Source: an optimization exercise on an open RTL-to-GDS flow (aim: small area and a short achievable clock period). Production flows keep margins and buffers that such runs may drop.
Where RTL was checked, it was by simulation tests only, not by an equivalence proof against the original.
No functional check of the RTL was part of run 1.
Power is estimated from default activity; no workload was simulated.

$ cat run.sh
#!/bin/bash
# synth_recipe.tcl (not shown) runs the flow's synth.tcl, then flattens the netlist and writes it again
# the make line also repeats each setting of config.mk as NAME=value (left out here)
make -C /OpenROAD-flow-scripts/flow DESIGN_CONFIG=/design/flow/config.mk WORK_HOME=/design/flow/orfs CLKGATE_MAP_FILE= SYNTH_SCRIPT=/design/flow/synth_recipe.tcl finish
$ cat config.mk
export PLATFORM = sky130hd
export DESIGN_NAME = scope_capture
export DESIGN_NICKNAME = scope_capture
export VERILOG_FILES = /design/flow/design.v
export SDC_FILE = /design/flow/constraint.sdc
export NUM_CORES = 4
export LEC_CHECK = 0
export CAP_MARGIN = 20
export CORE_MARGIN = 2
export CORE_UTILIZATION = 60
export CTS_CLUSTER_DIAMETER = 60
export CTS_CLUSTER_SIZE = 25
export SETUP_SLACK_MARGIN = 2.6
export SLEW_MARGIN = 20
export SYNTH_HIERARCHICAL = 1
export SYNTH_MINIMUM_KEEP_SIZE = 0
export TNS_END_PERCENT = 5
$ cat constraint.sdc
create_clock -name core_clock -period 5.0 [get_ports {clk}]
set_input_delay 1.0000 -clock core_clock [delete_from_list [all_inputs] [get_ports {clk}]]
set_output_delay 1.0000 -clock core_clock [all_outputs]
set_load 0.01 [all_outputs]
$ cat design.v
module scope_capture (
  input  logic        clk,
  input  logic        reset,
  input  logic [11:0] sin_in,
  input  logic [11:0] cos_in,
  input  logic [11:0] squ_in,
  input  logic [11:0] saw_in,
  input  logic [1:0]  sel,
  input  logic [11:0] trig_level,
  input  logic        trig_slope,
  input  logic [7:0]  decim,
  input  logic        arm,
  input  logic        abort,
  output logic        busy,
  output logic        done,
  input  logic [7:0]  rd_addr,
  output logic [11:0] rd_data
);
  logic        busy_q, done_q, capt_q;
  logic [1:0]  sel_q;
  logic [11:0] level_q;
  logic        slope_q;
  logic [7:0]  decim_q;
  logic [7:0]  rem_q;       
  logic        zero_q;      
  logic [7:0]  wptr_q;
  logic        rise_q;      
  logic        fall_q;      
  logic [11:0] chan [4];
  assign chan[0] = sin_in;
  assign chan[1] = cos_in;
  assign chan[2] = squ_in;
  assign chan[3] = saw_in;
  logic [3:0] ge, le;
  always_comb begin
    for (int c = 0; c < 4; c++) begin
      ge[c] = (chan[c] >= level_q);
      le[c] = (chan[c] <= level_q);
    end
  end
  logic [11:0] cur;
  logic        cur_ge, cur_le;
  assign cur    = chan[sel_q];
  assign cur_ge = ge[sel_q];
  assign cur_le = le[sel_q];
  logic strobe, hit, last, arm_ok;
  assign strobe = busy_q & zero_q;
  assign hit    = (rise_q & cur_ge) | (fall_q & cur_le);
  assign last   = &wptr_q;
  assign arm_ok = arm & ~abort & ~busy_q;
  always_ff @(posedge clk or negedge reset) begin
    if (!reset) begin
      busy_q <= 1'b0;
      done_q <= 1'b0;
      capt_q <= 1'b0;
    end else if (abort) begin
      busy_q <= 1'b0;
      done_q <= 1'b0;
      capt_q <= 1'b0;
    end else if (arm_ok) begin
      busy_q <= 1'b1;
      done_q <= 1'b0;
      capt_q <= 1'b0;
    end else if (strobe) begin
      if (!capt_q) begin
        if (hit) capt_q <= 1'b1;
      end else if (last) begin
        busy_q <= 1'b0;
        done_q <= 1'b1;
        capt_q <= 1'b0;
      end
    end
  end
  always_ff @(posedge clk) begin
    if (arm_ok) begin
      sel_q   <= sel;
      level_q <= trig_level;
      slope_q <= trig_slope;
      decim_q <= decim;
      rem_q   <= decim;
      zero_q  <= (decim == 8'd0);
      wptr_q  <= 8'd0;
      rise_q  <= 1'b0;
      fall_q  <= 1'b0;
    end else if (!abort && busy_q) begin
      if (zero_q) begin
        rem_q  <= decim_q;
        zero_q <= (decim_q == 8'd0);
        if (!capt_q) begin
          rise_q <= slope_q & ~cur_ge;
          fall_q <= ~slope_q & ~cur_le;
          if (hit) wptr_q <= 8'd1;
        end else if (!last) begin
          wptr_q <= wptr_q + 8'd1;
        end
      end else begin
        rem_q  <= rem_q - 8'd1;
        zero_q <= (rem_q == 8'd1);
      end
    end
  end
  logic        pend_q;
  logic [7:0]  paddr_q;
  logic [11:0] pdata_q;     
  always_ff @(posedge clk) begin
    pend_q  <= ~abort & strobe & (capt_q | hit);
    paddr_q <= wptr_q;
    pdata_q <= ~cur;
  end
  logic [11:0]  mem_q [256];
  logic [255:0] we;
  always_comb begin
    for (int k = 0; k < 256; k++) we[k] = pend_q & (paddr_q == 8'(k));
  end
  always_ff @(posedge clk) begin
    for (int k = 0; k < 256; k++)
      if (we[k]) mem_q[k] <= pdata_q;
  end
  logic [15:0]  rsel_lo, rsel_hi;
  always_comb begin
    for (int i = 0; i < 16; i++) begin
      rsel_lo[i] = (rd_addr[3:0] == 4'(i));
      rsel_hi[i] = (rd_addr[7:4] == 4'(i));
    end
  end
  logic [255:0] rsel_n;
  for (genvar k = 0; k < 256; k++) begin : g_sel
    scope_nand2 u_sel (.a(rsel_hi[k / 16]), .b(rsel_lo[k % 16]), .y(rsel_n[k]));
  end
  logic byp;
  assign byp = pend_q & (paddr_q == rd_addr);
  logic [11:0] rd_d;
  for (genvar b = 0; b < 12; b++) begin : g_rd
    logic [127:0] p0;
    for (genvar g = 0; g < 128; g++) begin : g_leaf
      scope_o22ai u_leaf (
        .a1(rsel_n[2*g]),   .a2(mem_q[2*g][b]),
        .b1(rsel_n[2*g+1]), .b2(mem_q[2*g+1][b]),
        .y (p0[g])
      );
    end
    logic [63:0] n1;
    logic [15:0] p2;
    logic [3:0]  n3;
    logic        t4;
    for (genvar i = 0; i < 64; i++) begin : g_l1
      scope_nor2 u (.a(p0[2*i]), .b(p0[2*i+1]), .y(n1[i]));
    end
    for (genvar i = 0; i < 16; i++) begin : g_l2
      scope_nand4 u (.a(n1[4*i]), .b(n1[4*i+1]), .c(n1[4*i+2]), .d(n1[4*i+3]), .y(p2[i]));
    end
    for (genvar i = 0; i < 4; i++) begin : g_l3
      scope_nor4 u (.a(p2[4*i]), .b(p2[4*i+1]), .c(p2[4*i+2]), .d(p2[4*i+3]), .y(n3[i]));
    end
    scope_a41oi u_l4 (.a1(n3[0]), .a2(n3[1]), .a3(n3[2]), .a4(n3[3]), .b1(byp), .y(t4));
    scope_a21o  u_l5 (.a1(byp), .a2(~pdata_q[b]), .b1(t4), .y(rd_d[b]));
  end
  logic [11:0] rd_q;
  always_ff @(posedge clk or negedge reset) begin
    if (!reset) rd_q <= 12'd0;
    else        rd_q <= rd_d;
  end
  assign busy    = busy_q;
  assign done    = done_q;
  assign rd_data = rd_q;
endmodule
module scope_o22ai (input logic a1, a2, b1, b2, output logic y);
  assign y = ~((a1 | a2) & (b1 | b2));
endmodule
module scope_nand2 (input logic a, b, output logic y);
  assign y = ~(a & b);
endmodule
module scope_nor2 (input logic a, b, output logic y);
  assign y = ~(a | b);
endmodule
module scope_nand4 (input logic a, b, c, d, output logic y);
  assign y = ~(a & b & c & d);
endmodule
module scope_nor4 (input logic a, b, c, d, output logic y);
  assign y = ~(a | b | c | d);
endmodule
module scope_a41oi (input logic a1, a2, a3, a4, b1, output logic y);
  assign y = ~((a1 & a2 & a3 & a4) | b1);
endmodule
module scope_a21o (input logic a1, a2, b1, output logic y);
  assign y = (a1 & a2) | b1;
endmodule
==> flow_metrics.tcl, run 1 <==
set metrics [dict create \
    worst-endpoint-required_ns 5.76 \
    regArea_um2 94300 \
    die_y_um 440 \
    wl_per_cell_um 32.7 \
    intPower_mw 37.8 \
    fin_tns_setup_ns 0 \
    grt_antenna_before_repair 14 \
    fin_crit_ns 3.14 \
    setup_viol 0 \
    drive_gt1_share_pct 19.3 \
    peakVddDrop_mv 0.372 \
    via_per_inst 6.73 \
    portBuffers 96 \
    seq_power_share_pct 61.1 \
    endpoint_kind "flop" \
    yosysWarnings 11 \
    start_util_pct 60.5 \
    cp.arrival_ns 3.90 \
    finalClockSkew_ns 0.0441 \
    clkTransAtPathRegs_ns 0.09 \
    routed_wl_mm 336 \
    worstPathMaxFanout 7 \
    crit_type "in -> reg" \
    synth_edf_count 3104 \
    grt_max_degree 160 \
    rsz0062_at_grt "true" \
    layout_common_cells "3,104 x edfxtp_1, 1,512 x o22ai_1, 954 x nor2_1" \
    nFillCells 12100 \
    globalplace.congestion 0.927 \
    synth_area_um2 114000 \
    rows 159 \
    clk_latency_ns 0.88 \
    finalCritPeriodShare_pct 62.8 \
    fmax_mhz 319 \
    syn2layout_area_growth_pct 17.1 \
    num_io_pins 97 \
    async_reset_ff_share_pct 0.476 \
    grt.total_usage_pct 34.6 \
    grt_pass1_wl_mm 472 \
    cts_tree "done" \
    cts_made_buffers 182 \
    yosysSeqAreaShare_pct 82.8 \
    firstDrtPassIters 6 \
    comb_power_share_pct 3.8 \
    drt_iter0_drc 10700 \
    die_w_um 440 \
    clock-sinks 3150 \
    slew_headroom_pct 19.8 \
    syn-instance-count 6710 \
    gr-total-overflow 0 \
    drc 0 \
    final_common_cell "edfxtp_1" \
    clkPwrFrac_pct 35.0 \
    die_area_um2 193000 \
    cts-root-buf "clkbuf_16" \
    maxCapViolCount 0 \
    grt_pass1_vias 65100 \
    synth_fp_nets 6844 \
    dp_hpwl_mm 210 \
    status "no timing/DRC/antenna violations" \
    hold_depth 0 \
    nets 7736 \
    r2r_cells 7 \
    ant_nets 0 \
    power_density_nw_per_um2 363 \
    leakage_nw 42.2 \
    slew_viol_final 0 \
    power.switching_mw 10.6 \
    multi_input_area_um2 22200 \
    ys_types 56 \
    tightest_slew_ns 1.20 \
    coreArea_um2 188000 \
    ys_ff_latch 3150 \
    fin_util_pct 70.8 \
    avgSynthCellArea_um2 17.0 \
    ys.flop_type "edfxtp_1" \
    vias 69100 \
    clock_path_buffers 3 \
    switching_share_pct 21.9 \
    worstHoldPathType "reg -> reg" \
    start_kind "primary input" \
    hold_viol_final 0 \
    cts_max_level 4 \
]
==> power by group through the flow <==
stage	Combinational, mW	Clock (mW)	Sequential [mW]
floorplan	0.365	0	30.3
global placement	1.61	0	30.2
detailed placement	1.64	0	30.2
CTS	1.79	17.1	29.6
global route	1.92	18.0	29.6
finish	1.86	17.0	29.6
==> per-module statistics from Yosys, one instance, submodules excluded, a selection <==
| module | area (um2) | flops+latches | cells inside |
|---|---|---|---|
| scope_capture | 98300 | 3150 | 3886 |
| scope_nor4 | 12.5 | 0 | 1 |
| scope_nand4 | 6.26 | 0 | 1 |
| scope_o22ai | 6.26 | 0 | 1 |
| scope_nor2 | 3.75 | 0 | 1 |
| scope_nand2 | 3.75 | 0 | 1 |
==> per-stage QoR <==
step	std cells	hold WS (ns)	worst slack [ns]	area, um2	total power, mW
after floorplan	6710	0.374	2.03	114000	30.7
after global placement	9705	0.392	-0.332	122000	31.8
after detailed placement	9711	0.401	-0.399	122000	31.8
after CTS	10200	0.408	2.06	132000	48.5
after global routing	10300	0.426	1.94	133000	49.5
final	10300	0.409	1.86	133000	48.4
==> registers in the layout, indices dropped and copies added, names as in the netlist <==
| name | cells |
|---|---|
| mem_q | 3072 |
| level_q | 12 |
| pdata_q | 12 |
| rd_q | 12 |
| decim_q | 8 |
| paddr_q | 8 |
| rem_q | 8 |
| wptr_q | 8 |
| sel_q | 2 |
| busy_q | 1 |
| capt_q | 1 |
| done_q | 1 |
| fall_q | 1 |
| pend_q | 1 |
| rise_q | 1 |
| slope_q | 1 |
| zero_q | 1 |
==> critical path, stage by stage <==
cell	delay, ns
buf_8	0.11
buf_12	0.14
nand2b_4	0.10
buf_6	0.13
nor2_4	0.04
buf_12	0.15
buf_16	0.19
nand2_8	0.10
buf_4	0.14
o22ai_1	0.07
nor2_1	0.11
nand4_1	0.37
nor4_4	0.68
buf_6	0.22
a41oi_2	0.11
a21o_1	0.19
==> cell type report <==
type	count	share of cell area, %
Antenna cell	22	0.0413
Clock buffer	199	3.58
Clock inverter	131	1.14
Inverter	50	0.141
Multi-Input combinational cell	3458	16.7
Sequential cell	3150	70.7
Tap cell	2495	2.34
Timing Repair Buffer	760	5.36
==> what timing repair did <==
item | in CTS | in global routing
hold endpoints to repair | 0 | 0
setup endpoints to repair | 3105 | 1721
gates cloned | 5 | 0
hold buffers | 0 | 0
pin swaps | 151 | 102
gates resized for setup | 617 | 122
buffers inserted | 162 | 35
==> layer usage <==
layer	up-vias	track usage, %	share of wire (%)
met5	-	0	0.015
met1	35200	50.3	39
met3	576	6.90	11
met4	8	12.7	4.1
li1	29300	-	-
met2	4040	52.8	46
==> synth_stat cells (29+ instances only) <==
| library cell | number | area share, % |
|---|---|---|
| a21oi_1 | 35 | 0.15 |
| clkbuf_1 | 52 | 0.17 |
| dfxtp_1 | 31 | 0.55 |
| edfxtp_1 | 3104 | 82 |
| ha_1 | 51 | 0.56 |
| inv_1 | 49 | 0.16 |
| nand2_1 | 311 | 1.0 |
| nand4_1 | 207 | 1.1 |
| nor2_1 | 1064 | 3.5 |
| nor3_1 | 29 | 0.13 |
| nor4_2 | 48 | 0.53 |
| o22ai_1 | 1536 | 8.4 |
==> path summary, 6_finish.rpt <==
kind	start	end	slack, ns
worst max register to register	paddr_q[5]$_DFF_P_	mem_q[166][4]$_DFFE_PP_	2.33
worst min register to register	wptr_q[0]$_SDFFE_PP0P_	paddr_q[0]$_DFF_P_	0.41
worst max-delay path	rd_addr[1]	rd_q[8]$_DFF_PN0_	1.86
worst min-delay path	wptr_q[0]$_SDFFE_PP0P_	paddr_q[0]$_DFF_P_	0.41
max in group asynchronous	reset	rd_q[3]$_DFF_PN0_	4.05
min in group asynchronous	reset	rd_q[2]$_DFF_PN0_	0.58
==> kinds of logic after synthesis <==
group	synth area share (%)
adder cells (fa/ha/maj)	0.561
buffers and inverters	0.348
AND/OR/NAND/NOR	6.69
XOR/XNOR	0.108
AO/OA/AOI/OAI	9.27
flip-flops	82.8
multiplexers	0.246
==> run 2: changes to the inputs <==
--- a/design.v
+++ b/design.v
@@ -141,19 +141,27 @@
     end
     logic [63:0] n1;
     logic [15:0] p2;
-    logic [3:0]  n3;
-    logic        t4;
+    logic [7:0]  n3;
+    logic [3:0]  p4;
+    logic [1:0]  n5;
+    logic        t6;
     for (genvar i = 0; i < 64; i++) begin : g_l1
       scope_nor2 u (.a(p0[2*i]), .b(p0[2*i+1]), .y(n1[i]));
     end
     for (genvar i = 0; i < 16; i++) begin : g_l2
       scope_nand4 u (.a(n1[4*i]), .b(n1[4*i+1]), .c(n1[4*i+2]), .d(n1[4*i+3]), .y(p2[i]));
     end
-    for (genvar i = 0; i < 4; i++) begin : g_l3
-      scope_nor4 u (.a(p2[4*i]), .b(p2[4*i+1]), .c(p2[4*i+2]), .d(p2[4*i+3]), .y(n3[i]));
+    for (genvar i = 0; i < 8; i++) begin : g_l3
+      scope_nor2 u (.a(p2[2*i]), .b(p2[2*i+1]), .y(n3[i]));
     end
-    scope_a41oi u_l4 (.a1(n3[0]), .a2(n3[1]), .a3(n3[2]), .a4(n3[3]), .b1(byp), .y(t4));
-    scope_a21o  u_l5 (.a1(byp), .a2(~pdata_q[b]), .b1(t4), .y(rd_d[b]));
+    for (genvar i = 0; i < 4; i++) begin : g_l4
+      scope_nand2 u (.a(n3[2*i]), .b(n3[2*i+1]), .y(p4[i]));
+    end
+    for (genvar i = 0; i < 2; i++) begin : g_l5
+      scope_nor2 u (.a(p4[2*i]), .b(p4[2*i+1]), .y(n5[i]));
+    end
+    scope_a21oi u_l6 (.a1(n5[0]), .a2(n5[1]), .b1(byp), .y(t6));
+    scope_a21o  u_l7 (.a1(byp), .a2(~pdata_q[b]), .b1(t6), .y(rd_d[b]));
   end
   logic [11:0] rd_q;
   always_ff @(posedge clk or negedge reset) begin
@@ -176,11 +184,8 @@
 module scope_nand4 (input logic a, b, c, d, output logic y);
   assign y = ~(a & b & c & d);
 endmodule
-module scope_nor4 (input logic a, b, c, d, output logic y);
-  assign y = ~(a | b | c | d);
-endmodule
-module scope_a41oi (input logic a1, a2, a3, a4, b1, output logic y);
-  assign y = ~((a1 & a2 & a3 & a4) | b1);
+module scope_a21oi (input logic a1, a2, b1, output logic y);
+  assign y = ~((a1 & a2) | b1);
 endmodule
 module scope_a21o (input logic a1, a2, b1, output logic y);
   assign y = (a1 & a2) | b1;
--- a/config.mk
+++ b/config.mk
@@ -5,13 +5,12 @@
 export SDC_FILE = /design/flow/constraint.sdc
 export NUM_CORES = 4
 export LEC_CHECK = 0
-export CAP_MARGIN = 20
+export CAP_MARGIN = 0
 export CORE_MARGIN = 2
 export CORE_UTILIZATION = 60
 export CTS_CLUSTER_DIAMETER = 60
 export CTS_CLUSTER_SIZE = 25
 export SETUP_SLACK_MARGIN = 2.6
-export SLEW_MARGIN = 20
+export SLEW_MARGIN = 0
 export SYNTH_HIERARCHICAL = 1
 export SYNTH_MINIMUM_KEEP_SIZE = 0
-export TNS_END_PERCENT = 5
==> flow_metrics.tcl, run 2 <==
set metrics [dict create \
    clkPwrFrac_pct 34.6 \
    dp_hpwl_mm 205 \
    postCtsHoldBufs 0 \
    endpoint_kind "flop" \
    syn-instance-count 6830 \
    crit_type "in -> reg" \
    synth_compound_area_share_pct 9.20 \
    peakVddDrop_mv 0.331 \
    synth_top_area_cell "edfxtp_1" \
    r2r_end "wptr_q[7]$_SDFFE_PP0P_" \
    rsz0062_at_grt "true" \
    use_met3_pct 6.15 \
    finalPower_mw 48.1 \
    rows 159 \
    globalplace.congestion 0.909 \
    clock_path_buffers 3 \
    worstHoldPathType "reg -> reg" \
    ys_types 54 \
    fmax_mhz 345 \
    hold_path_startpoint "wptr_q[1]$_SDFFE_PP0P_" \
    clkTransAtPathRegs_ns 0.09 \
    drive_gt1_share_pct 22.1 \
    crit_slowest_cell "nand4_1" \
    comb_power_share_pct 3.9 \
    cts_made_buffers 178 \
    setup_viol 0 \
    maxCapViolCount 0 \
    num_io_pins 97 \
    start_util_pct 60.5 \
    status "no timing/DRC/antenna violations" \
    postLayoutCellArea_um2 134000 \
    syn2layout_area_growth_pct 18.2 \
    grt_pass1_wl_mm 473 \
    cp_common_cell "nor2_4" \
    yosysWarnings 11 \
    cts_max_level 4 \
    tightest_slew_ns 1.28 \
    hold_depth 0 \
    yosys.area_share.simple_pct 6.72 \
    power_density_nw_per_um2 358 \
    layout_common_cells "3,104 x edfxtp_1, 1,505 x o22ai_1, 881 x nor2_1" \
    synth_top_family_by_area "compound AO/OA/AOI/OAI gates" \
    ys_ff_latch 3150 \
    via_per_inst 6.74 \
    grt_pass1_vias 65300 \
    routed_wl_mm 337 \
    gr-total-overflow 0 \
    hold_viol_final 0 \
    synth_top_area_share_pct 81.9 \
    clock-sinks 3150 \
    final_common_cell "edfxtp_1" \
    ant_nets 0 \
    worst-endpoint-required_ns 5.74 \
    cts-root-buf "clkbuf_16" \
    power.switching_mw 10.6 \
    die_y_um 439 \
    wl_per_cell_um 32.5 \
    worstPathMaxFanout 6 \
    ys.flop_type "edfxtp_1" \
    finalClockSkew_ns 0.0469 \
    drc 0 \
    top_register "mem_q" \
    die_w_um 439 \
    largest_reg_flops 3072 \
    start_kind "primary input" \
    drt_iter0_drc 10200 \
    vias 69700 \
    synth_fp_nets 6964 \
    avgSynthCellArea_um2 16.7 \
    yosysSeqAreaShare_pct 82.8 \
    nFillCells 12000 \
    grt_max_degree 166 \
    grt_antenna_before_repair 11 \
    grtUsageMet1_pct 50.9 \
    synthMuxAreaShare_pct 0.246 \
    synth_edf_count 3104 \
    fin_crit_ns 2.90 \
    nets 7844 \
    leakage_nw 42.9 \
    switching_share_pct 21.9 \
    cp_top_family "simple AND/OR/NAND/NOR gates" \
    holdPathEnd "paddr_q[1]$_DFF_P_" \
    grt.total_usage_pct 34.6 \
    place_area_um2 121000 \
    portBuffers 96 \
    rrSetupSlack_ns 2.35 \
    synth_commonest_cells "3,104 x edfxtp_1, 1,536 x o22ai_1, 1,184 x nor2_1, 359 x nand2_1, 207 x nand4_1" \
    intPower_mw 37.6 \
    seq_power_share_pct 61.4 \
    path_buf_inv 7 \
    cp.arrival_ns 3.64 \
    finalCritPeriodShare_pct 58.0 \
    grt.busiest_layer "met2" \
    clk_latency_ns 0.88 \
    synth_area_leaders "edfxtp_1 82%, o22ai_1 8.4%, nor2_1 3.9%" \
    r2r_cells 11 \
    die_area_um2 193000 \
    slew_viol_final 0 \
    slew_headroom_pct 14.4 \
    synth-adder-area-share_pct 0.561 \
    synth_xor_area_share_pct 0.108 \
    max_stage_delay_ns 0.33 \
    async_reset_ff_share_pct 0.476 \
    synth.most_common_cell "edfxtp_1" \
    crit_path_cell_trace "buf_8, nand2b_4, buf_6, nor2_4, buf_12, buf_12, nand2_8, buf_8, buf_4, buf_4, o22ai_2, nor2_4, nand4_1, nor2_2, nand2_2, nor2_4, a21oi_2, a21o_1" \
    r2r-start "level_q[8]$_DFFE_PP_" \
    coreArea_um2 188000 \
    firstDrtPassIters 7 \
    synth_area_um2 114000 \
    use_met2_pct 52.3 \
    cts_tree "done" \
]
-- run 2: cell types whose count changed after synthesis --
cell,change
nor4_2,-48
nor2_1,+120
a41oi_2,-12
a21oi_2,+12
nand2_1,+48
-- run 2: per-layer routing --
layer | vias to the layer above | part of all wire, %
li1 | 29500 | -
met1 | 35600 | 38
met2 | 4059 | 46
met3 | 560 | 11
met4 | 8 | 4.5
met5 | - | 0.014
-- run 2: metrics by stage --
stage | util, % | cells | worst slack [ns] | TNS, ns | hold slack [ns]
2_1_floorplan | - | 6830 | 2.05 | 0 | 0.374
3_3_place_gp | 64.6 | 9750 | -0.101 | -0.435 | 0.395
3_5_place_dp | 64.6 | 9750 | -0.138 | -0.553 | 0.395
4_1_cts | 70.7 | 10300 | 2.30 | 0 | 0.401
5_1_grt | 71.5 | 10300 | 2.16 | 0 | 0.418
6_report | 71.5 | 10400 | 2.10 | 0 | 0.398
-- run 2: area by class of cell --
type	count	area (um2)	share of cell area, %
Sequential cell	3150	94300	70.1
Multi-Input combinational cell	3581	23200	17.2
Timing Repair Buffer	749	7510	5.58
Clock buffer	210	4850	3.61
Tap cell	2495	3120	2.32
Clock inverter	113	1330	0.987
Inverter	50	199	0.148
Antenna cell	2	5.00	0.00372
-- run 2: timing repair --
item	4_1_cts	5_1_grt
gates cloned	11	5
setup buffers	180	79
resized for setup	1032	183
setup endpoints to repair	3110	1413
hold endpoints to repair	0	0
pin swaps	225	121
-- run 2: power by group through the flow --
stage	Clock [mW]	Sequential (mW)	Combinational (mW)
2_1_floorplan	0	30.3	0.364
3_3_place_gp	0	30.2	1.58
3_5_place_dp	0	30.2	1.61
4_1_cts	16.8	29.6	1.82
5_1_grt	17.7	29.6	1.95
6_report	16.7	29.6	1.89
-- run 2: how the worst max path moves through the flow --
stage / depth (start not counted) / endpoint / start
finish: 18 / rd_q[11]$_DFF_PN0_ / rd_addr[2]
floorplan: 12 / rd_q[0]$_DFF_PN0_ / rd_addr[0]
detailed placement: 13 / rd_q[6]$_DFF_PN0_ / rd_addr[0]
CTS: 15 / rd_q[1]$_DFF_PN0_ / rd_addr[1]
global placement: 14 / rd_q[8]$_DFF_PN0_ / rd_addr[2]
global route: 16 / rd_q[1]$_DFF_PN0_ / rd_addr[1]
-- run 2: modules after synthesis (local to each module, per instance), a selection --
module | cells | cell area (um2) | copies in the design | flops+latches
scope_capture | 3886 | 98300 | 1 | 3150
scope_a21oi | 1 | 8.76 | 12 | 0
scope_nand4 | 1 | 6.26 | 192 | 0
scope_o22ai | 1 | 6.26 | 1536 | 0
scope_nor2 | 1 | 3.75 | 888 | 0
scope_nand2 | 1 | 3.75 | 304 | 0
-- run 2: worst reg2reg max path, cell delays in order, from the launching register on --
cell and delay (ns):
edfxtp_1 0.36, inv_1 0.19, ha_1 0.27, nand4_1 0.20, buf_4 0.17, a21oi_2 0.05, nor3_2 0.34, o32a_4 0.29
a31oi_4 0.13, buf_4 0.16, a211o_1 0.26, a211oi_2 0.16
-- run 2: cell families after synthesis --
| logic type | Yosys count |
|---|---|
| buf+inv | 105 |
| compound gates | 1649 |
| fa+ha+maj | 51 |
| flops | 3150 |
| simple gates | 1848 |
| mux | 13 |
| xor+xnor | 14 |
==> run 3: changes to the inputs <==
--- a/config.mk
+++ b/config.mk
@@ -5,12 +5,12 @@
 export SDC_FILE = /design/flow/constraint.sdc
 export NUM_CORES = 4
 export LEC_CHECK = 0
-export CAP_MARGIN = 0
+export CAP_MARGIN = 20
 export CORE_MARGIN = 2
 export CORE_UTILIZATION = 60
 export CTS_CLUSTER_DIAMETER = 60
 export CTS_CLUSTER_SIZE = 25
 export SETUP_SLACK_MARGIN = 2.6
-export SLEW_MARGIN = 0
+export SLEW_MARGIN = 20
 export SYNTH_HIERARCHICAL = 1
 export SYNTH_MINIMUM_KEEP_SIZE = 0
==> flow_metrics.tcl, run 3 <==
set metrics [dict create \
    status "no timing/DRC/antenna violations" \
    cp.arrival_ns 3.63 \
    power_density_nw_per_um2 361 \
    slew_headroom_pct 20.2 \
    dr_wl_met3_mm 38.0 \
    crit_slowest_cell "nand4_1" \
    dp.cells 9761 \
    die_area_um2 193000 \
    clkTransAtPathRegs_ns 0.09 \
    maxCapViolCount 0 \
    portBuffers 96 \
    grt_antenna_before_repair 7 \
    syn-instance-count 6830 \
    avgSynthCellArea_um2 16.7 \
    grt_pass1_vias 65200 \
    ys_types 54 \
    start_util_pct 60.5 \
    top_register "mem_q" \
    finalCritPeriodShare_pct 57.4 \
    drive_gt1_share_pct 21.8 \
    routed_wl_mm 336 \
    crit_type "in -> reg" \
    rows 159 \
    worst-endpoint-required_ns 5.76 \
    synth_fp_nets 6964 \
    fin_util_pct 71.4 \
    hold_viol_final 0 \
    fin_cells 10300 \
    fin_crit_ns 2.87 \
    nets 7826 \
    via_per_inst 6.74 \
    clk_latency_ns 0.88 \
    crit_path_cell_trace "buf_6, nand2b_4, buf_12, nor2_4, buf_12, buf_12, nand2_2, buf_6, o22ai_1, nor2_1, nand4_1, nor2_2, nand2_2, nor2_4, a21oi_2, a21o_1" \
    comb_power_share_pct 3.9 \
    dr_wl_met2_mm 155 \
    fin_tns_setup_ns 0 \
    cts_tree "done" \
    synth_area_um2 114000 \
    clock_path_buffers 3 \
    clock-sinks 3150 \
    grt.total_usage_pct 34.6 \
    finalClockSkew_ns 0.0426 \
    wl_per_cell_um 32.5 \
    switching_share_pct 21.8 \
    cts_made_buffers 177 \
    yosysWarnings 11 \
    peakVddDrop_mv 0.407 \
    pre_cts_slack_ns -0.0613 \
    synth_top_area_share_pct 81.9 \
    cts-root-buf "clkbuf_16" \
    worstHoldPathType "reg -> reg" \
    firstDrtPassIters 8 \
    ys.flop_type "edfxtp_1" \
    cp_common_cell "buf_12" \
    vias 69600 \
    setup_viol 0 \
    postCtsHoldBufs 0 \
    dp_hpwl_mm 206 \
    synth_area_leaders "edfxtp_1 82%, o22ai_1 8.4%, nor2_1 3.9%" \
    grt_max_degree 166 \
    drt_iter0_drc 10300 \
    worstPathMaxFanout 6 \
    die_w_um 439 \
    coreArea_um2 188000 \
    intPower_mw 37.9 \
    synth.most_common_cell "edfxtp_1" \
    clkPwrFrac_pct 35.1 \
    synth_commonest_cells "3,104 x edfxtp_1, 1,536 x o22ai_1, 1,184 x nor2_1, 359 x nand2_1, 207 x nand4_1" \
    timing.final.ws_setup_ns 2.13 \
    cts_max_level 4 \
    final_common_cell "edfxtp_1" \
    endpoint_kind "flop" \
    num_io_pins 97 \
    rsz0062_at_grt "true" \
    yosysSeqAreaShare_pct 82.8 \
    ys_ff_latch 3150 \
    die_y_um 439 \
    max_stage_delay_ns 0.46 \
    seq_power_share_pct 61.0 \
    largest_reg_flops 3072 \
    synth_edf_count 3104 \
    fmax_mhz 349 \
    top_layer "met4" \
    gr-total-overflow 0 \
    layout_common_cells "3,104 x edfxtp_1, 1,511 x o22ai_1, 885 x nor2_1" \
    power.switching_mw 10.6 \
    syn2layout_area_growth_pct 18.0 \
    globalplace.congestion 0.909 \
    leakage_nw 42.8 \
    slew_viol_final 0 \
    synth_top_area_cell "edfxtp_1" \
    start_kind "primary input" \
    path_buf_inv 5 \
    drc 0 \
    tightest_slew_ns 1.20 \
    async_reset_ff_share_pct 0.476 \
    cp_top_family "simple AND/OR/NAND/NOR gates" \
    grt_pass1_wl_mm 472 \
    finalPower_mw 48.4 \
    drt-met1-wl_mm 129 \
    ant_nets 0 \
]
==> run 3: cell counts after synthesis <==
Identical to the previous run, type by type.
==> run 3: cells by family after synthesis <==
family | count (synthesis) | share of synthesized area [%]
xor+xnor | 14 | 0.108
simple gates | 1848 | 6.72
buf+inv | 105 | 0.349
compound gates | 1649 | 9.20
fa+ha+maj | 51 | 0.561
mux | 13 | 0.246
flops | 3150 | 82.8
==> run 3: final timing paths <==
check / slack (ns) / start / cells after the start / endpoint
worst min-delay path: 0.40 / wptr_q[1]$_SDFFE_PP0P_ / 0 / paddr_q[1]$_DFF_P_
worst max-delay path: 2.13 / rd_addr[3] / 16 / rd_q[1]$_DFF_PN0_
worst min register to register: 0.40 / wptr_q[1]$_SDFFE_PP0P_ / 0 / paddr_q[1]$_DFF_P_
min in group asynchronous: 0.63 / reset / 1 / rd_q[7]$_DFF_PN0_
max in group asynchronous: 3.75 / reset / 1 / rd_q[10]$_DFF_PN0_
worst max register to register: 2.40 / level_q[10]$_DFFE_PP_ / 10 / wptr_q[2]$_SDFFE_PP0P_
==> run 3: final cells by class <==
| type | count | area, um2 |
|---|---|---|
| Sequential cell | 3150 | 94300 |
| Fill cell | 12000 | 53700 |
| Multi-Input combinational cell | 3581 | 23100 |
| Timing Repair Buffer | 732 | 7270 |
| Clock buffer | 212 | 4840 |
| Tap cell | 2495 | 3120 |
| Clock inverter | 112 | 1490 |
| Inverter | 50 | 201 |
| Antenna cell | 4 | 10.0 |
==> run 3: per-module statistics from Yosys, one instance, submodules excluded <==
module	flops+latches	times used	cell area, um2
scope_nand4	0	192	6.26
scope_o22ai	0	1536	6.26
scope_a21oi	0	12	8.76
scope_capture	3150	1	98300
scope_nor2	0	888	3.75
scope_a21o	0	12	7.51
scope_nand2	0	304	3.75
==> run 3: layer usage <==
| metal | vias to the layer above | global-route usage, % |
|---|---|---|
| met5 | - | 0 |
| met4 | 0 | 12.9 |
| met3 | 523 | 6.14 |
| met2 | 4209 | 52.4 |
| met1 | 35400 | 51.1 |
| li1 | 29500 | - |
==> run 3: repair_timing <==
item                       4_1_cts  5_1_grt
pin swaps                      185      137
gates cloned                    12        2
buffers inserted               174       58
setup endpoints to repair     3111     1082
resized for setup              936      239
==> run 3: power by group through the flow <==
stage / clock network, mW / logic (mW) / registers [mW]
floorplan: 0 / 0.364 / 30.3
CTS: 17.1 / 1.80 / 29.6
global route: 17.9 / 1.95 / 29.6
detailed placement: 0 / 1.62 / 30.2
finish: 17.0 / 1.88 / 29.6
global placement: 0 / 1.58 / 30.2
==> run 3: stage by stage <==
step | hold WS, ns | cell area [um2]
3_5_place_dp | 0.397 | 122000
2_1_floorplan | 0.374 | 114000
4_1_cts | 0.398 | 133000
3_3_place_gp | 0.395 | 121000
5_1_grt | 0.412 | 134000
6_report | 0.397 | 134000
==> run 4: changes to the inputs <==
--- a/design.v
+++ b/design.v
@@ -116,16 +116,15 @@
     for (int k = 0; k < 256; k++)
       if (we[k]) mem_q[k] <= pdata_q;
   end
-  logic [15:0]  rsel_lo, rsel_hi;
-  always_comb begin
-    for (int i = 0; i < 16; i++) begin
-      rsel_lo[i] = (rd_addr[3:0] == 4'(i));
-      rsel_hi[i] = (rd_addr[7:4] == 4'(i));
-    end
+  logic [15:0] rsel_lo [4];
+  logic [15:0] rsel_hi;
+  for (genvar c = 0; c < 4; c++) begin : g_plo
+    scope_dec4 u_dec (.a(rd_addr[3:0]), .y(rsel_lo[c]));
   end
+  scope_dec4 u_dec_hi (.a(rd_addr[7:4]), .y(rsel_hi));
   logic [255:0] rsel_n;
   for (genvar k = 0; k < 256; k++) begin : g_sel
-    scope_nand2 u_sel (.a(rsel_hi[k / 16]), .b(rsel_lo[k % 16]), .y(rsel_n[k]));
+    scope_nand2 u_sel (.a(rsel_hi[k / 16]), .b(rsel_lo[k / 64][k % 16]), .y(rsel_n[k]));
   end
   logic byp;
   assign byp = pend_q & (paddr_q == rd_addr);
@@ -190,3 +189,8 @@
 module scope_a21o (input logic a1, a2, b1, output logic y);
   assign y = (a1 & a2) | b1;
 endmodule
+module scope_dec4 (input logic [3:0] a, output logic [15:0] y);
+  always_comb begin
+    for (int i = 0; i < 16; i++) y[i] = (a == 4'(i));
+  end
+endmodule
==> flow_metrics.tcl, run 4 <==
set metrics [dict create \
    portBuffers 96 \
    regArea_um2 94300 \
    status "no timing/DRC/antenna violations" \
    worstHoldPathType "reg -> reg" \
    synth_fp_nets 7013 \
    nets 7978 \
    finalCritPeriodShare_pct 56.1 \
    cp.arrival_ns 3.61 \
    multi_input_area_um2 25100 \
    endpoint_kind "flop" \
    power_density_nw_per_um2 356 \
    ant_nets 0 \
    gr-total-overflow 0 \
    place_area_um2 122000 \
    fin_cells 10500 \
    largest_reg_flops 3072 \
    globalplace.congestion 0.916 \
    clock_path_buffers 3 \
    rows 160 \
    syn2layout_area_growth_pct 19.9 \
    yosysSeqAreaShare_pct 82.0 \
    finalPower_mw 49.0 \
    firstDrtPassIters 6 \
    hold_viol_final 0 \
    postCtsHoldBufs 0 \
    grt_pass1_vias 66300 \
    fmax_mhz 357 \
    peakVddDrop_mv 0.370 \
    wl_per_cell_um 33.0 \
    slew_viol_final 0 \
    routed_wl_mm 347 \
    cts_max_level 4 \
    start_kind "primary input" \
    layout_common_cells "3,104 x edfxtp_1, 1,485 x o22ai_1, 897 x nor2_1" \
    dp.cells 9840 \
    cts_tree "done" \
    drc 0 \
    die_w_um 442 \
    worstPathMaxFanout 19 \
    leakage_nw 44.7 \
    die_area_um2 195000 \
    tightest_slew_ns 1.33 \
    avgSynthCellArea_um2 16.7 \
    grt_max_degree 156 \
    synth_commonest_cells "3,104 x edfxtp_1, 1,538 x o22ai_1, 1,162 x nor2_1, 355 x nand2_1, 206 x nand4_1" \
    worst-endpoint-required_ns 5.81 \
    coreArea_um2 190000 \
    grt_antenna_before_repair 7 \
    syn-instance-count 6879 \
    synth_edf_count 3104 \
    die_y_um 442 \
    nFillCells 12000 \
    ys_types 67 \
    fin_crit_ns 2.80 \
    yosysWarnings 13 \
    fin_util_pct 72.4 \
    synth.most_common_cell "edfxtp_1" \
    clkTransAtPathRegs_ns 0.09 \
    start_util_pct 60.4 \
    rsz0062_at_grt "true" \
    clk_latency_ns 0.88 \
    finalClockSkew_ns 0.0364 \
    synth_top_area_cell "edfxtp_1" \
    drive_gt1_share_pct 23.9 \
    crit_type "in -> reg" \
    synth_top_area_share_pct 81.1 \
    cts_made_buffers 180 \
    vias 71400 \
    ys_ff_latch 3150 \
    setup_viol 0 \
    postLayoutCellArea_um2 138000 \
    via_per_inst 6.79 \
    top_register "mem_q" \
    ys.flop_type "edfxtp_1" \
    synth_area_leaders "edfxtp_1 81%, o22ai_1 8.4%, nor2_1 3.8%" \
    grt.total_usage_pct 34.8 \
    synth_area_um2 115000 \
    clock-sinks 3150 \
    slew_headroom_pct 11.1 \
    grt_pass1_wl_mm 482 \
    async_reset_ff_share_pct 0.476 \
    num_io_pins 97 \
    hold-worst-slack_ns 0.397 \
    maxCapViolCount 0 \
    cts-root-buf "clkbuf_16" \
    drt_iter0_drc 11100 \
    final_common_cell "edfxtp_1" \
    dp_hpwl_mm 206 \
]
[run 4: what timing repair did]
action                                   CTS  global route
endpoints found under the setup margin  3015           959
resized for setup                       1299           223
setup buffers                            193            96
cloned                                    34            10
pin swaps                                295           159
[run 4: modules after synthesis, one instance, submodules excluded]
module         flops+latches  copies in the design
scope_a21o                 0                    12
scope_a21oi                0                    12
scope_capture           3150                     1
scope_dec4                 0                     5
scope_nand2                0                   304
scope_nand4                0                   192
scope_nor2                 0                   888
scope_o22ai                0                  1536
[run 4: through the flow]
stage | setup TNS (ns) | worst slack (ns)
finish | 0 | 2.20
global placement | -0.544 | -0.161
global route | 0 | 2.27
detailed placement | -0.207 | -0.108
floorplan | 0 | 2.22
CTS | 0 | 2.32
[run 4: critical path, stage by stage]
cell,delay (ns)
buf_16,0.18
and4_1,0.71
nand2_2,0.32
o22ai_1,0.23
nor2_1,0.09
nand4_1,0.25
nor2_4,0.09
nand2_2,0.20
nor2_1,0.07
buf_4,0.17
a21oi_2,0.14
a21o_1,0.09
[run 4: final timing paths]
kind,startpoint,to,slack [ns],cells after the start
worst max register to register,level_q[11]$_DFFE_PP_,wptr_q[7]$_SDFFE_PP0P_,2.38,11
worst min register to register,wptr_q[7]$_SDFFE_PP0P_,paddr_q[7]$_DFF_P_,0.40,0
max in group asynchronous,reset,rd_q[0]$_DFF_PN0_,3.88,2
worst max-delay path,rd_addr[1],rd_q[6]$_DFF_PN0_,2.20,12
worst min-delay path,wptr_q[7]$_SDFFE_PP0P_,paddr_q[7]$_DFF_P_,0.40,0
min in group asynchronous,reset,busy_q$_DFFE_PN0P_,0.58,2
[run 4: layout make-up]
cell class | instances | share of cell area, %
Multi-Input combinational cell | 3626 | 18.2
Antenna cell | 5 | 0.00908
Clock buffer | 205 | 3.52
Sequential cell | 3150 | 68.5
Tap cell | 2511 | 2.28
Timing Repair Buffer | 836 | 6.20
Clock inverter | 121 | 1.15
Inverter | 50 | 0.146
[run 4: kinds of logic after synthesis]
group / Yosys count / synth area share [%]
simple gates: 1888 / 7.52
compound gates: 1645 / 9.06
xor+xnor: 14 / 0.107
flops: 3150 / 82.0
buf+inv: 118 / 0.526
fa+ha+maj: 51 / 0.555
mux: 13 / 0.244
[run 4: metal layers]
metal | part of all wire [%] | GRT usage (%) | wire, um
met1 | 38 | 50.8 | 132000
met2 | 46 | 52.7 | 159000
met3 | 12 | 6.57 | 39900
met4 | 4.4 | 13.4 | 15300
met5 | 0.024 | 0 | 84
[run 4: power breakdown]
part / switching (mW) / internal [mW] / total, mW
sequential: 0.286 / 29.3 / 29.6
clock: 9.04 / 8.23 / 17.3
combinational: 1.54 / 0.604 / 2.14
total: 10.9 / 38.2 / 49.0
==> run 5: changes to the inputs <==
--- a/config.mk
+++ b/config.mk
@@ -7,10 +7,10 @@
 export LEC_CHECK = 0
 export CAP_MARGIN = 20
 export CORE_MARGIN = 2
-export CORE_UTILIZATION = 60
+export CORE_UTILIZATION = 52
 export CTS_CLUSTER_DIAMETER = 60
 export CTS_CLUSTER_SIZE = 25
 export SETUP_SLACK_MARGIN = 2.6
-export SLEW_MARGIN = 20
+export SLEW_MARGIN = 60
 export SYNTH_HIERARCHICAL = 1
 export SYNTH_MINIMUM_KEEP_SIZE = 0
==> flow_metrics.tcl, run 5 <==
set metrics [dict create \
    status "no timing/DRC/antenna violations" \
    ys_ff_latch 3150 \
    power.switching_mw 11.0 \
    finalPower_mw 48.9 \
    nets 7775 \
    die_area_um2 225000 \
    clk_latency_ns 0.89 \
    drt_iter0_drc 9626 \
    peakVddDrop_mv 0.344 \
    rows 172 \
    tightest_slew_ns 0.577 \
    timing.final.ws_setup_ns 2.18 \
    syn-instance-count 6879 \
    slew_headroom_pct 61.5 \
    cts_made_buffers 183 \
    avgSynthCellArea_um2 16.7 \
    num_io_pins 97 \
    die_w_um 474 \
    start_kind "primary input" \
    ys.flop_type "edfxtp_1" \
    yosysSeqAreaShare_pct 82.0 \
    portBuffers 96 \
    fin_crit_ns 2.82 \
    rsz0062_at_grt "true" \
    worst-endpoint-required_ns 5.78 \
    yosysWarnings 13 \
    seq_power_share_pct 60.4 \
    layout_common_cells "3,104 x edfxtp_1, 1,519 x o22ai_1, 935 x nor2_1" \
    finalClockSkew_ns 0.0405 \
    cts_max_level 4 \
    synth_commonest_cells "3,104 x edfxtp_1, 1,538 x o22ai_1, 1,162 x nor2_1, 355 x nand2_1, 206 x nand4_1" \
    cts-root-buf "clkbuf_16" \
    grt.total_usage_pct 29.3 \
    drive_gt1_share_pct 21.2 \
    via_per_inst 6.42 \
    switching_share_pct 22.5 \
    cts_tree "done" \
    cp.arrival_ns 3.60 \
    vias 69100 \
    clock-sinks 3150 \
    grt_pass1_wl_mm 470 \
    synth_edf_count 3104 \
    syn2layout_area_growth_pct 18.5 \
    fmax_mhz 355 \
    intPower_mw 37.9 \
    synth_top_area_cell "edfxtp_1" \
    endpoint_kind "flop" \
    grt_max_degree 101 \
    firstDrtPassIters 6 \
    gr-total-overflow 0 \
    crit_type "in -> reg" \
    clkPwrFrac_pct 35.0 \
    wl_per_cell_um 31.2 \
    coreArea_um2 220000 \
    maxCapViolCount 0 \
    comb_power_share_pct 4.6 \
    worstPathMaxFanout 15 \
    ys_types 67 \
    largest_reg_flops 3072 \
    slew_viol_final 0 \
    synth_top_area_share_pct 81.1 \
    synth_area_leaders "edfxtp_1 81%, o22ai_1 8.4%, nor2_1 3.8%" \
    synth.most_common_cell "edfxtp_1" \
    die_y_um 474 \
    postCtsHoldBufs 0 \
    leakage_nw 43.7 \
    dp_hpwl_mm 213 \
    ant_nets 0 \
    start_util_pct 52.3 \
    synth_area_um2 115000 \
    hold_viol_final 0 \
    clock_path_buffers 3 \
    grt_pass1_vias 65600 \
    fin_tns_setup_ns 0 \
    routed_wl_mm 335 \
    finalCritPeriodShare_pct 56.4 \
    worstHoldPathType "reg -> reg" \
    clkTransAtPathRegs_ns 0.09 \
    synth_fp_nets 7013 \
    drc 0 \
    pre_cts_slack_ns 0.274 \
    grt_antenna_before_repair 6 \
    globalplace.congestion 0.876 \
    power_density_nw_per_um2 359 \
    setup_viol 0 \
    async_reset_ff_share_pct 0.476 \
    top_register "mem_q" \
    final_common_cell "edfxtp_1" \
]
[run 5: final timing paths]
kind,startpoint,end,slack [ns],depth (start not counted)
worst min register to register,wptr_q[7]$_SDFFE_PP0P_,paddr_q[7]$_DFF_P_,0.39,0
worst max register to register,level_q[10]$_DFFE_PP_,wptr_q[7]$_SDFFE_PP0P_,2.42,12
worst min-delay path,wptr_q[7]$_SDFFE_PP0P_,paddr_q[7]$_DFF_P_,0.39,0
worst max-delay path,rd_addr[4],rd_q[6]$_DFF_PN0_,2.18,18
min in group asynchronous,reset,done_q$_DFFE_PN0P_,0.53,2
max in group asynchronous,reset,rd_q[9]$_DFF_PN0_,4.13,2
[run 5: through the flow]
| stage | hold slack (ns) | instances | instance area [um2] | utilization (%) |
|---|---|---|---|---|
| finish | 0.390 | 10800 | 136000 | 62.0 |
| global route | 0.387 | 10700 | 136000 | 62.0 |
| CTS | 0.390 | 10700 | 135000 | 61.4 |
| detailed placement | 0.383 | 10300 | 124000 | 56.5 |
| global placement | 0.385 | 10200 | 122000 | 55.7 |
| floorplan | 0.364 | 6879 | 115000 | - |
[run 5: power by group through the flow]
stage | logic (mW) | clock network (mW) | registers (mW)
global placement | 1.65 | 0 | 30.2
floorplan | 0.414 | 0 | 30.3
finish | 2.27 | 17.1 | 29.5
detailed placement | 1.93 | 0 | 30.1
global route | 2.35 | 18.2 | 29.5
CTS | 2.17 | 17.3 | 29.5
[run 5: critical path, stage by stage]
cell and delay, ns:
buf_12 0.08, buf_12 0.12, buf_12 0.12, buf_12 0.13, nor4_4 0.05, buf_4 0.17, buf_16 0.20, buf_12 0.16
nand2_8 0.11, o22ai_1 0.08, nor2_1 0.17, nand4_1 0.26, nor2_2 0.24, nand2_2 0.13, nor2_4 0.18, buf_4 0.14
a21oi_2 0.04, a21o_1 0.16
[run 5: layer usage]
metal,global-route usage (%),part of all wire (%)
met1,41.5,40
met2,45.9,47
met3,4.86,9.1
met4,11.0,4.1
met5,0,0.0069
[run 5: cell families after synthesis]
group	after synthesis	synth area share (%)
buffers and inverters	118	0.526
XOR/XNOR	14	0.107
AO/OA/AOI/OAI	1645	9.06
multiplexers	13	0.244
adder cells (fa/ha/maj)	51	0.555
AND/OR/NAND/NOR	1888	7.52
flip-flops	3150	82.0
[run 5: layout make-up]
| class | instances | area [um2] |
|---|---|---|
| clock buffer | 195 | 4720 |
| timing repair buffer | 637 | 6940 |
| multi-input combinational | 3619 | 24600 |
| clock inverter | 137 | 1680 |
| fill | 15700 | 83600 |
| antenna | 10 | 25.0 |
| inverter | 50 | 196 |
| sequential | 3150 | 94300 |
| tap | 2958 | 3700 |
[run 5: Yosys stat by module (local to each module, per instance)]
module         flops+latches  cells inside  times used  cell area [um2]
scope_capture           3150          3835           1            98100
scope_dec4                 0            20           5              277
scope_a21oi                0             1          12             8.76
scope_a21o                 0             1          12             7.51
scope_nand4                0             1         192             6.26
scope_o22ai                0             1        1536             6.26
scope_nand2                0             1         304             3.75
scope_nor2                 0             1         888             3.75
[run 5: what timing repair did]
action	in CTS	in global routing
buffers inserted	88	40
cloned	16	8
pin swaps	163	73
resized for setup	1009	119
endpoints found under the setup margin	2668	346
==> run 6: changes to the inputs <==
==> config.mk (replaced) <==
export PLATFORM = sky130hd
export DESIGN_NAME = scope_capture
export DESIGN_NICKNAME = scope_capture
export VERILOG_FILES = /design/flow/design.v
export SDC_FILE = /design/flow/constraint.sdc
export NUM_CORES = 4
export LEC_CHECK = 0
export CAP_MARGIN = 50
export CORE_MARGIN = 2
export CORE_UTILIZATION = 60
export CTS_CLUSTER_DIAMETER = 60
export CTS_CLUSTER_SIZE = 25
export SETUP_SLACK_MARGIN = 2.8
export SLEW_MARGIN = 75
export SYNTH_HIERARCHICAL = 1
export SYNTH_MINIMUM_KEEP_SIZE = 0
==> flow_metrics.tcl, run 6 <==
set metrics [dict create \
    dp_hpwl_mm 223 \
    globalplace.congestion 0.923 \
    synth_area_leaders "edfxtp_1 81%, o22ai_1 8.4%, nor2_1 3.8%" \
    async_reset_ff_share_pct 0.476 \
    coreArea_um2 190000 \
    largest_reg_flops 3072 \
    drc 0 \
    nets 8043 \
    die_area_um2 195000 \
    maxCapViolCount 0 \
    status "no timing/DRC/antenna violations" \
    cts_max_level 4 \
    hold_depth 0 \
    drive_gt1_share_pct 25.5 \
    hold_viol_final 0 \
    gr-total-overflow 0 \
    endpoint_kind "flop" \
    fin_util_pct 73.3 \
    power.switching_mw 10.7 \
    die_y_um 442 \
    syn-instance-count 6879 \
    ys.flop_type "edfxtp_1" \
    drt_iter0_drc 9719 \
    clk_latency_ns 0.86 \
    crit_type "in -> reg" \
    worstPathMaxFanout 12 \
    cp.arrival_ns 3.58 \
    rows 160 \
    top_register "mem_q" \
    comb_power_share_pct 5.1 \
    ys_types 67 \
    clock-sinks 3150 \
    wl_per_cell_um 31.8 \
    worstHoldPathType "reg -> reg" \
    peakVddDrop_mv 0.374 \
    cts_made_buffers 179 \
    ant_nets 0 \
    switching_share_pct 21.9 \
    clock_path_buffers 3 \
    grt.total_usage_pct 33.8 \
    finalCritPeriodShare_pct 56.5 \
    clkTransAtPathRegs_ns 0.09 \
    num_io_pins 97 \
    grt_antenna_before_repair 5 \
    synth_area_um2 115000 \
    synth_top_area_cell "edfxtp_1" \
    avgSynthCellArea_um2 16.7 \
    timing.final.ws_setup_ns 2.18 \
    final_common_cell "edfxtp_1" \
    start_kind "primary input" \
    nFillCells 11700 \
    seq_power_share_pct 60.3 \
    grt_pass1_wl_mm 474 \
    synth_edf_count 3104 \
    syn2layout_area_growth_pct 21.2 \
    slew_headroom_pct 73.1 \
    portBuffers 96 \
    r2r_cells 13 \
    start_util_pct 60.4 \
    ys_ff_latch 3150 \
    layout_common_cells "3,104 x edfxtp_1, 1,502 x o22ai_1, 837 x nor2_1" \
    firstDrtPassIters 5 \
    yosysSeqAreaShare_pct 82.0 \
    tightest_slew_ns 0.402 \
    fin_tns_setup_ns 0 \
    yosysWarnings 13 \
    via_per_inst 6.67 \
    synth_commonest_cells "3,104 x edfxtp_1, 1,538 x o22ai_1, 1,162 x nor2_1, 355 x nand2_1, 206 x nand4_1" \
    synth.most_common_cell "edfxtp_1" \
    intPower_mw 38.1 \
    grt_pass1_vias 67000 \
    setup_viol 0 \
    grt_max_degree 74 \
    routed_wl_mm 336 \
    finalClockSkew_ns 0.0259 \
    pre_cts_slack_ns -0.0898 \
    fmax_mhz 354 \
    worst-endpoint-required_ns 5.76 \
    slew_viol_final 0 \
    clkPwrFrac_pct 34.6 \
    power_density_nw_per_um2 350 \
    fin_crit_ns 2.82 \
    leakage_nw 45.6 \
    cts_tree "done" \
    synth_fp_nets 7013 \
    vias 70500 \
    die_w_um 442 \
    synth_top_area_share_pct 81.1 \
    rsz0062_at_grt "true" \
    cts-root-buf "clkbuf_16" \
]
[run 6: cell counts after synthesis]
Identical to the previous run, type by type.
[run 6: timing repair]
item,4_1_cts,5_1_grt
cloned,38,9
endpoints found under the setup margin,2164,610
setup buffers,129,44
hold buffers,1,0
hold endpoints to repair,14,0
gates resized for setup,848,266
pin swaps,217,216
[run 6: worst max-delay path, cell delays in order]
cell,delay [ns]
buf_12,0.13
buf_16,0.17
buf_12,0.16
buf_16,0.13
and4b_4,0.28
nand2_4,0.17
o22ai_1,0.11
nor2_2,0.23
nand4_1,0.29
nor2_4,0.28
nand2_2,0.12
nor2_4,0.22
a21oi_2,0.08
a21o_1,0.15
[run 6: kinds of logic (layout without fill, tap and decap cells)]
logic type / count (synthesis) / count (layout) / share of synthesized area [%]
compound gates: 1645 / 1645 / 9.06
xor+xnor: 14 / 14 / 0.107
fa+ha+maj: 51 / 51 / 0.555
buf+inv: 118 / 1271 / 0.526
flops: 3150 / 3150 / 82.0
mux: 13 / 13 / 0.244
other cells: 0 / 1 / 0
simple gates: 1888 / 1906 / 7.52
[run 6: area by class of cell]
| type | count | area [um2] | area share (%) |
|---|---|---|---|
| Tap cell | 2511 | 3140 | 2.26 |
| Clock inverter | 127 | 1530 | 1.10 |
| Timing Repair Buffer | 899 | 9870 | 7.09 |
| Sequential cell | 3150 | 94300 | 67.7 |
| Clock buffer | 195 | 4710 | 3.38 |
| Antenna cell | 1 | 2.50 | 0.00180 |
| Inverter | 50 | 198 | 0.142 |
| Multi-Input combinational cell | 3629 | 25600 | 18.4 |
[run 6: Yosys stat by module (local to each module, per instance)]
module / cells / copies in the design / flops+latches / cell area [um2]
scope_a21o: 1 / 12 / 0 / 7.51
scope_a21oi: 1 / 12 / 0 / 8.76
scope_dec4: 20 / 5 / 0 / 277
scope_o22ai: 1 / 1536 / 0 / 6.26
scope_nand4: 1 / 192 / 0 / 6.26
scope_nand2: 1 / 304 / 0 / 3.75
scope_nor2: 1 / 888 / 0 / 3.75
scope_capture: 3835 / 1 / 3150 / 98100
[run 6: worst paths after layout]
| path | slack [ns] | end | start |
|---|---|---|---|
| worst max-delay path | 2.18 | rd_q[0]$_DFF_PN0_ | rd_addr[2] |
| worst min-delay path | 0.39 | paddr_q[7]$_DFF_P_ | wptr_q[7]$_SDFFE_PP0P_ |
| worst max register to register | 2.36 | wptr_q[7]$_SDFFE_PP0P_ | level_q[11]$_DFFE_PP_ |
| worst min register to register | 0.39 | paddr_q[7]$_DFF_P_ | wptr_q[7]$_SDFFE_PP0P_ |
| max in group asynchronous | 4.12 | rd_q[2]$_DFF_PN0_ | reset |
| min in group asynchronous | 0.59 | rd_q[1]$_DFF_PN0_ | reset |
[run 6: per-layer routing]
metal  up-vias  wire length, um  global-route usage [%]  part of all wire [%]
met5         -               16                       0                0.0048
met4         2            14800                    13.1                   4.4
met3       583            31100                    5.10                   9.3
met2      3753           161000                    53.9                    48
met1     36000           129000                    47.8                    38
li1      30200                -                       -                     -
[run 6: stage by stage]
stage / power [mW] / hold slack, ns / instance area, um2 / cells
after CTS: 48.8 / 0.387 / 138000 / 10500
after detailed placement: 32.2 / 0.392 / 127000 / 10000
after global routing: 49.8 / 0.394 / 139000 / 10600
after floorplan: 30.7 / 0.364 / 115000 / 6879
after global placement: 31.8 / 0.390 / 122000 / 9749
final: 48.8 / 0.390 / 139000 / 10600
[run 6: power groups by stage]
stage / registers, mW / clock network [mW] / logic, mW
final: 29.4 / 16.8 / 2.49
after global routing: 29.4 / 17.9 / 2.56
after CTS: 29.4 / 17.0 / 2.38
after detailed placement: 30.0 / 0 / 2.15
after global placement: 30.2 / 0 / 1.63
after floorplan: 30.3 / 0 / 0.416
==> run 7: changes to the inputs <==
--- a/config.mk
+++ b/config.mk
@@ -5,12 +5,12 @@
 export SDC_FILE = /design/flow/constraint.sdc
 export NUM_CORES = 4
 export LEC_CHECK = 0
-export CAP_MARGIN = 50
+export CAP_MARGIN = 20
 export CORE_MARGIN = 2
 export CORE_UTILIZATION = 60
 export CTS_CLUSTER_DIAMETER = 60
 export CTS_CLUSTER_SIZE = 25
-export SETUP_SLACK_MARGIN = 2.8
-export SLEW_MARGIN = 75
+export SETUP_SLACK_MARGIN = 2.2
+export SLEW_MARGIN = 60
 export SYNTH_HIERARCHICAL = 1
 export SYNTH_MINIMUM_KEEP_SIZE = 0
==> flow_metrics.tcl, run 7 <==
set metrics [dict create \
    die_y_um 442 \
    regArea_um2 94300 \
    gr-total-overflow 0 \
    syn2layout_area_growth_pct 16.5 \
    yosysWarnings 13 \
    rsz0062_at_grt "true" \
    synth.most_common_cell "edfxtp_1" \
    clock-sinks 3150 \
    rows 160 \
    synth-adder-area-share_pct 0.555 \
    crit_path_end "rd_q[8]$_DFF_PN0_" \
    nets 7753 \
    fin_tns_setup_ns 0 \
    synth_compound_area_share_pct 9.06 \
    start_kind "primary input" \
    ant_nets 0 \
    async_reset_ff_share_pct 0.476 \
    grt_antenna_before_repair 9 \
    via_per_inst 6.72 \
    nFillCells 12200 \
    tightest_slew_ns 0.631 \
    rrSetupSlack_ns 2.11 \
    use_met3_pct 6.72 \
    grt.busiest_layer "met2" \
    die_area_um2 195000 \
    peakVddDrop_mv 0.362 \
    top_register "mem_q" \
    maxCapViolCount 0 \
    leakage_nw 43.0 \
    worstHoldPathType "reg -> reg" \
    status "no timing/DRC/antenna violations" \
    dp_hpwl_mm 213 \
    vias 69100 \
    multi_input_area_um2 23600 \
    clkTransAtPathRegs_ns 0.09 \
    synth_fp_nets 7013 \
    startpoint "rd_addr[1]" \
    wl_per_cell_um 32.3 \
    portBuffers 96 \
    hold_viol_final 0 \
    drc 0 \
    layout_common_cells "3,104 x edfxtp_1, 1,524 x o22ai_1, 982 x nor2_1" \
    drt_iter0_drc 10100 \
    cts-root-buf "clkbuf_16" \
    worstPathMaxFanout 38 \
    endpoint_kind "flop" \
    synthMuxAreaShare_pct 0.244 \
    clk_latency_ns 0.88 \
    fmax_mhz 341 \
    firstDrtPassIters 6 \
    r2r_end "mem_q[55][1]$_DFFE_PP_" \
    num_io_pins 97 \
    yosysSeqAreaShare_pct 82.0 \
    yosys.area_share.simple_pct 7.52 \
    use_met2_pct 50.2 \
    grt_pass1_vias 64900 \
    fin_crit_ns 2.93 \
    synth_commonest_cells "3,104 x edfxtp_1, 1,538 x o22ai_1, 1,162 x nor2_1, 355 x nand2_1, 206 x nand4_1" \
    finalClockSkew_ns 0.0457 \
    cp.arrival_ns 3.70 \
    cts_made_buffers 178 \
    die_w_um 442 \
    synth_top_area_share_pct 81.1 \
    clock_path_buffers 3 \
    power_density_nw_per_um2 365 \
    cts_max_level 4 \
    slew_viol_final 0 \
    grtUsageMet1_pct 47.4 \
    synth_area_um2 115000 \
    cts_tree "done" \
    largest_reg_flops 3072 \
    routed_wl_mm 332 \
    grt_pass1_wl_mm 461 \
    crit_type "in -> reg" \
    synth_area_leaders "edfxtp_1 81%, o22ai_1 8.4%, nor2_1 3.8%" \
    syn-instance-count 6879 \
    r2r_cells 6 \
    synth_xor_area_share_pct 0.107 \
    fin_util_pct 70.4 \
    final_common_cell "edfxtp_1" \
    ys_types 67 \
    ys_ff_latch 3150 \
    synth_edf_count 3104 \
    start_util_pct 60.4 \
    globalplace.congestion 0.943 \
    grt.total_usage_pct 32.9 \
    drive_gt1_share_pct 19.2 \
    avgSynthCellArea_um2 16.7 \
    worst-endpoint-required_ns 5.77 \
    finalCritPeriodShare_pct 58.6 \
    synth_top_area_cell "edfxtp_1" \
    slew_headroom_pct 57.9 \
    r2r-start "paddr_q[3]$_DFF_P_" \
    synth_top_family_by_area "compound AO/OA/AOI/OAI gates" \
    setup_viol 0 \
    coreArea_um2 190000 \
    grt_max_degree 93 \
    ys.flop_type "edfxtp_1" \
]
[run 7: cell types whose count changed in the layout (fill, tap and decap cells not counted), moves of 41 or more]
| cell | before | now |
|---|---|---|
| buf_12 | 95 | 54 |
| buf_4 | 448 | 396 |
| buf_6 | 115 | 26 |
| buf_8 | 67 | 3 |
| nand2_1 | 46 | 89 |
| nor2_1 | 837 | 982 |
| nor2_2 | 146 | 100 |
| nor2_4 | 179 | 80 |
[run 7: cells by family (layout without fill, tap and decap cells)]
group                    Yosys count  count (layout)
flip-flops                      3150            3150
AND/OR/NAND/NOR                 1888            1901
AO/OA/AOI/OAI                   1645            1645
buffers and inverters            118             987
adder cells (fa/ha/maj)           51              51
XOR/XNOR                          14              14
multiplexers                      13              13
other                              0               5
[run 7: worst min-delay path by stage]
stage | startpoint | endpoint | slack, ns | cells past startpoint
floorplan | wptr_q[7]$_SDFFE_PP0P_ | paddr_q[7]$_DFF_P_ | 0.36 | 0
global placement | wptr_q[1]$_SDFFE_PP0P_ | paddr_q[1]$_DFF_P_ | 0.38 | 0
detailed placement | wptr_q[1]$_SDFFE_PP0P_ | paddr_q[1]$_DFF_P_ | 0.38 | 0
CTS | wptr_q[7]$_SDFFE_PP0P_ | paddr_q[7]$_DFF_P_ | 0.40 | 0
global route | wptr_q[7]$_SDFFE_PP0P_ | paddr_q[7]$_DFF_P_ | 0.40 | 0
finish | wptr_q[7]$_SDFFE_PP0P_ | paddr_q[7]$_DFF_P_ | 0.40 | 0
[run 7: through the flow]
stage          power [mW]  hold slack, ns  instances  area, um2  setup WS (ns)
3_3_place_gp         31.9           0.384       9772     122000         0.0854
5_1_grt              50.0           0.397      10300     134000           2.13
6_report             48.8           0.403      10300     134000           2.07
4_1_cts              48.8           0.399      10200     131000           1.81
3_5_place_dp         32.0           0.377       9840     123000          0.137
2_1_floorplan        30.8           0.364       6879     115000           2.20
[run 7: layout make-up]
| cell class | count | area share [%] |
|---|---|---|
| diodes | 5 | 0.00935 |
| clock buffers | 205 | 3.60 |
| clock inverters | 117 | 1.17 |
| inverters | 50 | 0.141 |
| multi-input cells | 3624 | 17.6 |
| flip-flops and latches | 3150 | 70.4 |
| well taps | 2511 | 2.35 |
| repair buffers | 615 | 4.69 |
[run 7: timing repair]
item | in CTS | in global routing
pin swaps | 41 | 146
gates resized for setup | 441 | 405
setup buffers | 2 | 76
endpoints found under the hold margin | 3 | 0
hold buffers | 1 | 0
gates cloned | 4 | 21
endpoints found under the setup margin | 1100 | 220
[run 7: report_power, final]
group          leakage (nW)  switching (mW)  total [mW]  internal, mW
Combinational          11.6            1.57        2.18         0.612
Clock                  3.08            8.93        17.1          8.17
Sequential             28.3           0.204        29.5          29.3
Total                  43.0            10.7        48.8          38.1
[run 7: per-layer routing]
metal  share of wire [%]  routed length [um]
met2                  46              154000
met5               0.017                  56
met4                 4.3               14300
met1                  39              128000
met3                  11               36300
[run 7: modules after synthesis (local to each module, per instance), a selection]
module | area (um2) | times used
scope_dec4 | 277 | 5
scope_nor2 | 3.75 | 888
scope_a21o | 7.51 | 12
scope_nand2 | 3.75 | 304
scope_a21oi | 8.76 | 12
scope_capture | 98100 | 1
[run 7: worst max-delay path: stages]
cell and delay [ns]:
buf_4 0.16, buf_12 0.25, and4bb_1 0.43, nand2_4 0.25
o22ai_1 0.11, nor2_1 0.21, nand4_1 0.43, nor2_4 0.30
nand2_1 0.11, nor2_2 0.14, a21oi_2 0.07, a21o_1 0.17

## re-timing with driven ports
In the flow no input, the clock included, has a driving cell. The finished layouts below were timed again as built, in two steps.
Step 1, drivers: a clkbuf_16 drives clk and a buf_2 each remaining input, both assumed.
Step 2 adds t to the input delays and takes it off the output delays; t is the mean of the earliest and latest rising clock arrival at the registers after step 1. Input paths then give back, and output paths get back, about the clock's delay inside the block.
Three values: ideal, step 1, step 2; two values: the first two.
run	t (ns)	setup WS [ns]	worst data-port slew with drivers (ns)	cell pins on the clock port's net
run 1	0.941	1.860 / 1.870 / 0.930	0.18	1
run 2	0.951	2.102 / 2.147 / 1.196	0.16	1
run 3	0.960	2.132 / 2.149 / 1.188	0.14	1
run 4	0.955	2.195 / 1.872 / 0.917	0.58	1
run 5	0.957	2.182 / 1.977 / 1.020	0.48	1
run 6	0.932	2.177 / 2.176 / 1.244	0.14	1
run 7	0.945	2.070 / 1.945 / 1.000	0.36	1
After both steps every run listed still meets setup and hold. The setup slack of run 4, which loses most, moves by -0.323 ns with the drivers and by -1.278 ns with both steps.
